What follows belongs to an exercise in optimizing a design on an open flow for small area, a short achievable clock period and few clock cycles per item; a production flow would make more cautious choices. Power figures rest on the tool's default switching activity, not on a simulated workload.

Setup of v6:
==> flow/design.v <==
`default_nettype none
package pgtp_pkg;
  localparam int unsigned PIX_W  = 4;
  localparam int unsigned ROW_W  = 32;
  localparam int unsigned COLS   = 8;
  localparam int unsigned SLOT_OUT_W = 5;
  localparam logic CMD_GLYPH = 1'b0;
  localparam logic CMD_PAD   = 1'b1;
  localparam logic [2:0] LAST_ROW = 3'd7;
  typedef struct packed {
    logic        command;
    logic [3:0]  glyph_width;
    logic [2:0]  row_number;
    logic [31:0] upper_glyph_row;
    logic [31:0] lower_glyph_row;
  } glyph_item_t;
  typedef struct packed {
    logic       wr_en;
    logic       fill_en;
    logic [2:0] fill_next;
    logic       slot_inc;
    logic       slot_clr;
    logic       emit;
    logic       done;
  } store_ctl_t;
endpackage
`default_nettype wire
`default_nettype none
import pgtp_pkg::*;
module pgtp_merge (
  input  logic [2:0]  fill,
  input  logic [31:0] row_upper,
  input  logic [31:0] row_lower,
  input  logic [31:0] buf_upper,
  input  logic [31:0] buf_lower,
  input  logic [7:0]  keep_wb,     
  input  logic [7:0]  take_wb,     
  input  logic [7:0]  keep_out,    
  input  logic [7:0]  take_out,    
  output logic [31:0] wb_upper,
  output logic [31:0] wb_lower,
  output logic [31:0] res_upper,
  output logic [31:0] res_lower
);
  logic [31:0] rot_u, rot_l;
  assign rot_u = ({row_upper, row_upper} << {fill, 2'b00}) >> 32;
  assign rot_l = ({row_lower, row_lower} << {fill, 2'b00}) >> 32;
  always_comb begin
    for (int c = 0; c < COLS; c++) begin
      wb_upper [PIX_W*c +: PIX_W] = (buf_upper[PIX_W*c +: PIX_W] & {PIX_W{keep_wb[c]}})
                                  | (rot_u[PIX_W*c +: PIX_W]     & {PIX_W{take_wb[c]}});
      wb_lower [PIX_W*c +: PIX_W] = (buf_lower[PIX_W*c +: PIX_W] & {PIX_W{keep_wb[c]}})
                                  | (rot_l[PIX_W*c +: PIX_W]     & {PIX_W{take_wb[c]}});
      res_upper[PIX_W*c +: PIX_W] = (buf_upper[PIX_W*c +: PIX_W] & {PIX_W{keep_out[c]}})
                                  | (rot_u[PIX_W*c +: PIX_W]     & {PIX_W{take_out[c]}});
      res_lower[PIX_W*c +: PIX_W] = (buf_lower[PIX_W*c +: PIX_W] & {PIX_W{keep_out[c]}})
                                  | (rot_l[PIX_W*c +: PIX_W]     & {PIX_W{take_out[c]}});
    end
  end
endmodule
`default_nettype wire
`default_nettype none
import pgtp_pkg::*;
module pgtp_row_store (
  input  logic        clk,
  input  logic [31:0] wb_upper,
  input  logic [31:0] wb_lower,
  output logic [31:0] head_upper,
  output logic [31:0] head_lower
);
  logic [31:0] ring_u [COLS];
  logic [31:0] ring_l [COLS];
  always_ff @(posedge clk) begin
    for (int k = 0; k < COLS - 1; k++) begin
      ring_u[k] <= ring_u[k+1];
      ring_l[k] <= ring_l[k+1];
    end
    ring_u[COLS-1] <= wb_upper;
    ring_l[COLS-1] <= wb_lower;
  end
  assign head_upper = ring_u[0];
  assign head_lower = ring_l[0];
endmodule
`default_nettype wire
`default_nettype none
import pgtp_pkg::*;
module proportional_glyph_tile_packer_core #(
  parameter int unsigned MAX_TILES = 32
) (
  input  logic        clk,
  input  logic        rst,
  input  logic        glyph_valid,
  output logic        glyph_ready,
  input  logic        glyph_command,
  input  logic [3:0]  glyph_glyph_width,
  input  logic [2:0]  glyph_row_number,
  input  logic [31:0] glyph_upper_glyph_row,
  input  logic [31:0] glyph_lower_glyph_row,
  output logic        tile_valid,
  input  logic        tile_ready,
  output logic [4:0]  tile_tile_slot,
  output logic [2:0]  tile_out_row_number,
  output logic [31:0] tile_upper_tile_row,
  output logic [31:0] tile_lower_tile_row,
  output logic        tile_string_done
);
  localparam int unsigned SLOT_W = (MAX_TILES > 1) ? $clog2(MAX_TILES) : 1;
  localparam logic [SLOT_W-1:0] SLOT_LAST = SLOT_W'(MAX_TILES - 1);
  logic        in_valid;
  logic        in_cmd;
  logic [3:0]  in_w;
  logic [2:0]  in_row;
  logic [31:0] in_u, in_l;
  logic [2:0]        phase;      
  logic [2:0]        fill;
  logic [SLOT_W-1:0] slot;
  logic        out_valid;
  logic [4:0]  out_slot;
  logic [2:0]  out_row;
  logic [31:0] out_upper, out_lower;
  logic        out_done;
  logic [31:0] head_u, head_l, wb_u, wb_l, res_u, res_l;
  logic [3:0] w_eff;
  logic [3:0] total;
  logic       last;
  logic       at_head;
  logic       emit, wr, step, commit;
  logic [7:0] keep_out, take_out, keep_wb, take_wb, take_carry;
  logic       fill_en;
  logic [2:0] fill_next;
  assign w_eff   = (in_w > 4'd8) ? 4'd8 : in_w;
  assign total   = {1'b0, fill} + w_eff;
  assign last    = (in_row == LAST_ROW);
  assign at_head = in_valid && (in_row == phase);
  always_comb begin
    for (int c = 0; c < COLS; c++) begin
      take_out[c]   = (4'(c) >= {1'b0, fill}) && (in_cmd == CMD_PAD || 4'(c) < total);
      take_carry[c] = (4'(c + 8) < total);
    end
  end
  assign keep_out = {COLS{fill != 3'd0}};
  assign emit     = (in_cmd == CMD_PAD) ? (fill != 3'd0) : total[3];
  assign wr       = (in_cmd == CMD_PAD) ? (fill != 3'd0) : 1'b1;
  assign step        = at_head && (!emit || !out_valid || tile_ready);
  assign commit      = step && wr;
  logic rdy_free, rdy_head;
  assign glyph_ready = rdy_free || (rdy_head && tile_ready);
  always_comb begin
    if (!commit) begin
      keep_wb = '1;
      take_wb = '0;
    end else if (in_cmd == CMD_GLYPH && total[3]) begin
      keep_wb = '0;
      take_wb = take_carry;
    end else begin
      keep_wb = keep_out;
      take_wb = take_out;
    end
  end
  always_comb begin
    fill_en   = step && last;
    fill_next = (in_cmd == CMD_PAD) ? 3'd0 : total[2:0];
  end
  pgtp_merge u_merge (
    .fill      (fill),
    .row_upper (in_u),
    .row_lower (in_l),
    .buf_upper (head_u),
    .buf_lower (head_l),
    .keep_wb   (keep_wb),
    .take_wb   (take_wb),
    .keep_out  (keep_out),
    .take_out  (take_out),
    .wb_upper  (wb_u),
    .wb_lower  (wb_l),
    .res_upper (res_u),
    .res_lower (res_l)
  );
  pgtp_row_store u_store (
    .clk        (clk),
    .wb_upper   (wb_u),
    .wb_lower   (wb_l),
    .head_upper (head_u),
    .head_lower (head_l)
  );
  logic       nx_in_valid, nx_cmd, nx_out_valid, nx_emit, nx_head;
  logic [3:0] nx_w, nx_total;
  logic [2:0] nx_row, nx_fill;
  logic       load;
  assign load = glyph_ready && glyph_valid;
  always_comb begin
    nx_in_valid  = glyph_ready ? glyph_valid : in_valid;
    nx_cmd       = load ? glyph_command     : in_cmd;
    nx_w         = load ? glyph_glyph_width : in_w;
    nx_row       = load ? glyph_row_number  : in_row;
    nx_fill      = fill_en ? fill_next : fill;
    nx_out_valid = (step && emit) || (out_valid && !tile_ready);
    nx_total     = {1'b0, nx_fill} + ((nx_w > 4'd8) ? 4'd8 : nx_w);
    nx_emit      = (nx_cmd == CMD_PAD) ? (nx_fill != 3'd0) : nx_total[3];
    nx_head      = nx_in_valid && (nx_row == phase + 3'd1);
  end
  always_ff @(posedge clk) begin
    if (rst) begin
      rdy_free <= 1'b1;
      rdy_head <= 1'b0;
    end else begin
      rdy_free <= !nx_in_valid || (nx_head && (!nx_emit || !nx_out_valid));
      rdy_head <= nx_head;
    end
  end
  always_ff @(posedge clk) begin
    if (rst) begin
      in_valid <= 1'b0;
    end else if (glyph_ready) begin
      in_valid <= glyph_valid;
    end
  end
  always_ff @(posedge clk) begin
    if (glyph_ready && glyph_valid) begin
      in_cmd <= glyph_command;
      in_w   <= glyph_glyph_width;
      in_row <= glyph_row_number;
      in_u   <= glyph_upper_glyph_row;
      in_l   <= glyph_lower_glyph_row;
    end
  end
  always_ff @(posedge clk) begin
    if (rst) begin
      phase <= 3'd0;
      fill  <= 3'd0;
      slot  <= '0;
    end else begin
      phase <= phase + 3'd1;
      if (fill_en) begin
        fill <= fill_next;
        if (in_cmd == CMD_PAD) begin
          slot <= '0;
        end else if (total[3]) begin
          slot <= (slot == SLOT_LAST) ? '0 : slot + 1'b1;
        end
      end
    end
  end
  always_ff @(posedge clk) begin
    if (rst) begin
      out_valid <= 1'b0;
    end else if (step && emit) begin
      out_valid <= 1'b1;
    end else if (tile_ready) begin
      out_valid <= 1'b0;
    end
  end
  always_ff @(posedge clk) begin
    if (step && emit) begin
      out_slot  <= 5'(slot);
      out_row   <= in_row;
      out_upper <= res_u;
      out_lower <= res_l;
      out_done  <= (in_cmd == CMD_PAD) && last;
    end
  end
  assign tile_valid          = out_valid;
  assign tile_tile_slot      = out_slot;
  assign tile_out_row_number = out_row;
  assign tile_upper_tile_row = out_upper;
  assign tile_lower_tile_row = out_lower;
  assign tile_string_done    = out_done;
endmodule
`default_nettype wire
export LEC_CHECK = 0
export CAP_MARGIN = 20
export CORE_MARGIN = 2
export CORE_UTILIZATION = 40
export SLEW_MARGIN = 20
create_clock -name core_clock -period 5.0 [get_ports {clk}]
run.sh (not shown) runs the stock make flow with config.mk's settings and CLKGATE_MAP_FILE= SYNTH_SCRIPT=/design/flow/synth_recipe.tcl, a recipe that flattens the netlist after the stock synthesis.
The inputs of v7 differ from those of v6 as listed below.
==> flow/design.v, changed modules only <==
module proportional_glyph_tile_packer_core #(
  parameter int unsigned MAX_TILES = 32
) (
  input  logic        clk,
  input  logic        rst,
  input  logic        glyph_valid,
  output logic        glyph_ready,
  input  logic        glyph_command,
  input  logic [3:0]  glyph_glyph_width,
  input  logic [2:0]  glyph_row_number,
  input  logic [31:0] glyph_upper_glyph_row,
  input  logic [31:0] glyph_lower_glyph_row,
  output logic        tile_valid,
  input  logic        tile_ready,
  output logic [4:0]  tile_tile_slot,
  output logic [2:0]  tile_out_row_number,
  output logic [31:0] tile_upper_tile_row,
  output logic [31:0] tile_lower_tile_row,
  output logic        tile_string_done
);
  localparam int unsigned SLOT_W = (MAX_TILES > 1) ? $clog2(MAX_TILES) : 1;
  localparam logic [SLOT_W-1:0] SLOT_LAST = SLOT_W'(MAX_TILES - 1);
  logic        in_valid;
  logic        in_cmd;
  logic [3:0]  in_w;
  logic [2:0]  in_row;
  logic [31:0] in_u, in_l;
  logic [2:0]        phase;      
  logic [2:0]        fill;
  logic [SLOT_W-1:0] slot;
  logic        out_valid;
  logic [4:0]  out_slot;
  logic [2:0]  out_row;
  logic [31:0] out_upper, out_lower;
  logic        out_done;
  logic [31:0] head_u, head_l, wb_u, wb_l, res_u, res_l;
  logic [3:0] w_eff;
  logic [3:0] total;
  logic       last;
  logic       at_head;
  logic       emit, wr, step, commit;
  logic [7:0] keep_out, take_out, keep_wb, take_wb, take_carry;
  logic       fill_en;
  logic [2:0] fill_next;
  assign w_eff   = (in_w > 4'd8) ? 4'd8 : in_w;
  assign total   = {1'b0, fill} + w_eff;
  assign last    = (in_row == LAST_ROW);
  assign at_head = in_valid && (in_row == phase);
  always_comb begin
    for (int c = 0; c < COLS; c++) begin
      take_out[c]   = (4'(c) >= {1'b0, fill}) && (in_cmd == CMD_PAD || 4'(c) < total);
      take_carry[c] = (4'(c + 8) < total);
    end
  end
  assign keep_out = {COLS{fill != 3'd0}};
  assign emit     = (in_cmd == CMD_PAD) ? (fill != 3'd0) : total[3];
  assign wr       = (in_cmd == CMD_PAD) ? (fill != 3'd0) : 1'b1;
  assign step        = at_head && (!emit || !out_valid || tile_ready);
  assign commit      = step && wr;
  assign glyph_ready = !in_valid || step;
  always_comb begin
    if (!commit) begin
      keep_wb = '1;
      take_wb = '0;
    end else if (in_cmd == CMD_GLYPH && total[3]) begin
      keep_wb = '0;
      take_wb = take_carry;
    end else begin
      keep_wb = keep_out;
      take_wb = take_out;
    end
  end
  always_comb begin
    fill_en   = step && last;
    fill_next = (in_cmd == CMD_PAD) ? 3'd0 : total[2:0];
  end
  pgtp_merge u_merge (
    .fill      (fill),
    .row_upper (in_u),
    .row_lower (in_l),
    .buf_upper (head_u),
    .buf_lower (head_l),
    .keep_wb   (keep_wb),
    .take_wb   (take_wb),
    .keep_out  (keep_out),
    .take_out  (take_out),
    .wb_upper  (wb_u),
    .wb_lower  (wb_l),
    .res_upper (res_u),
    .res_lower (res_l)
  );
  pgtp_row_store u_store (
    .clk        (clk),
    .wb_upper   (wb_u),
    .wb_lower   (wb_l),
    .head_upper (head_u),
    .head_lower (head_l)
  );
  always_ff @(posedge clk) begin
    if (rst) begin
      in_valid <= 1'b0;
    end else if (glyph_ready) begin
      in_valid <= glyph_valid;
    end
  end
  always_ff @(posedge clk) begin
    if (glyph_ready && glyph_valid) begin
      in_cmd <= glyph_command;
      in_w   <= glyph_glyph_width;
      in_row <= glyph_row_number;
      in_u   <= glyph_upper_glyph_row;
      in_l   <= glyph_lower_glyph_row;
    end
  end
  always_ff @(posedge clk) begin
    if (rst) begin
      phase <= 3'd0;
      fill  <= 3'd0;
      slot  <= '0;
    end else begin
      phase <= phase + 3'd1;
      if (fill_en) begin
        fill <= fill_next;
        if (in_cmd == CMD_PAD) begin
          slot <= '0;
        end else if (total[3]) begin
          slot <= (slot == SLOT_LAST) ? '0 : slot + 1'b1;
        end
      end
    end
  end
  always_ff @(posedge clk) begin
    if (rst) begin
      out_valid <= 1'b0;
    end else if (step && emit) begin
      out_valid <= 1'b1;
    end else if (tile_ready) begin
      out_valid <= 1'b0;
    end
  end
  always_ff @(posedge clk) begin
    if (step && emit) begin
      out_slot  <= 5'(slot);
      out_row   <= in_row;
      out_upper <= res_u;
      out_lower <= res_l;
      out_done  <= (in_cmd == CMD_PAD) && last;
    end
  end
  assign tile_valid          = out_valid;
  assign tile_tile_slot      = out_slot;
  assign tile_out_row_number = out_row;
  assign tile_upper_tile_row = out_upper;
  assign tile_lower_tile_row = out_lower;
  assign tile_string_done    = out_done;
endmodule
==> summary.txt <==
- For sequential cell count, v6 and v7 come out practically identical.
- Delta (v7 minus v6): wire length of the first global-routing pass has decreased, cell area after layout has decreased, routed length on met2 has decreased.
- Compared to v6, v7 has switching portion of total power 1.1 points lower.
- v7: overall die area is 520 µm² lower than what v6 reported.
- The area share of and/or/nand/nor cells after synthesis number comes out lower for v7 vs v6.
- Re die span in y: v7 is 0.52% down on v6.
- Going from v6 to v7, number of global-route vias before repair shrinks by 223.
- Density: v7 sparser than v6
- Each of the runs, namely v6 and v7, reached the end of the flow and came out clean.
- v7 vs v6 — share of the final layout cell area in sequential cells rose 0.74 points.
- Re critical path depth: v6 and v7 aren't equal, and the higher value belongs to v6.
No run of this note included a check of the RTL's function; only the layout flow was run.

-- static timing again, ports no longer ideal --
Ports are ideal in the flow. The routed layouts listed here were re-timed in OpenROAD.
Step 1 (the two cells are an assumption about what drives the block):
set clk [get_ports {clk}]
set_driving_cell -lib_cell sky130_fd_sc_hd__clkbuf_16 $clk
set_driving_cell -lib_cell sky130_fd_sc_hd__buf_2 [delete_from_list [all_inputs] $clk]
Step 2 moves the port delays by t, midway between the first and last clock arrival at a register: inputs arrive t later, outputs are due t later. That takes back most of the time a late clock gives input paths.
Three values: ideal, step 1, step 2; two values: the first two.
| run | t (ns) | setup slack, ns | latest minus earliest clock arrival (ns) | slew at the worst register clock pin (ns) | worst data-port slew with drivers (ns) |
|---|---|---|---|---|---|
| v6 | 0.622 | 1.085 / 1.085 / 0.972 | 0.015 / 0.016 | 0.06 / 0.06 | 0.09 |
| v7 | 0.655 | 0.652 / 0.601 / 1.122 | 0.025 / 0.025 | 0.07 / 0.07 | 0.04 |
After both steps setup and hold are still met in every run listed. The setup slack of v6, which loses most, moves by 0.000 ns with the drivers and by -0.113 ns with both steps.
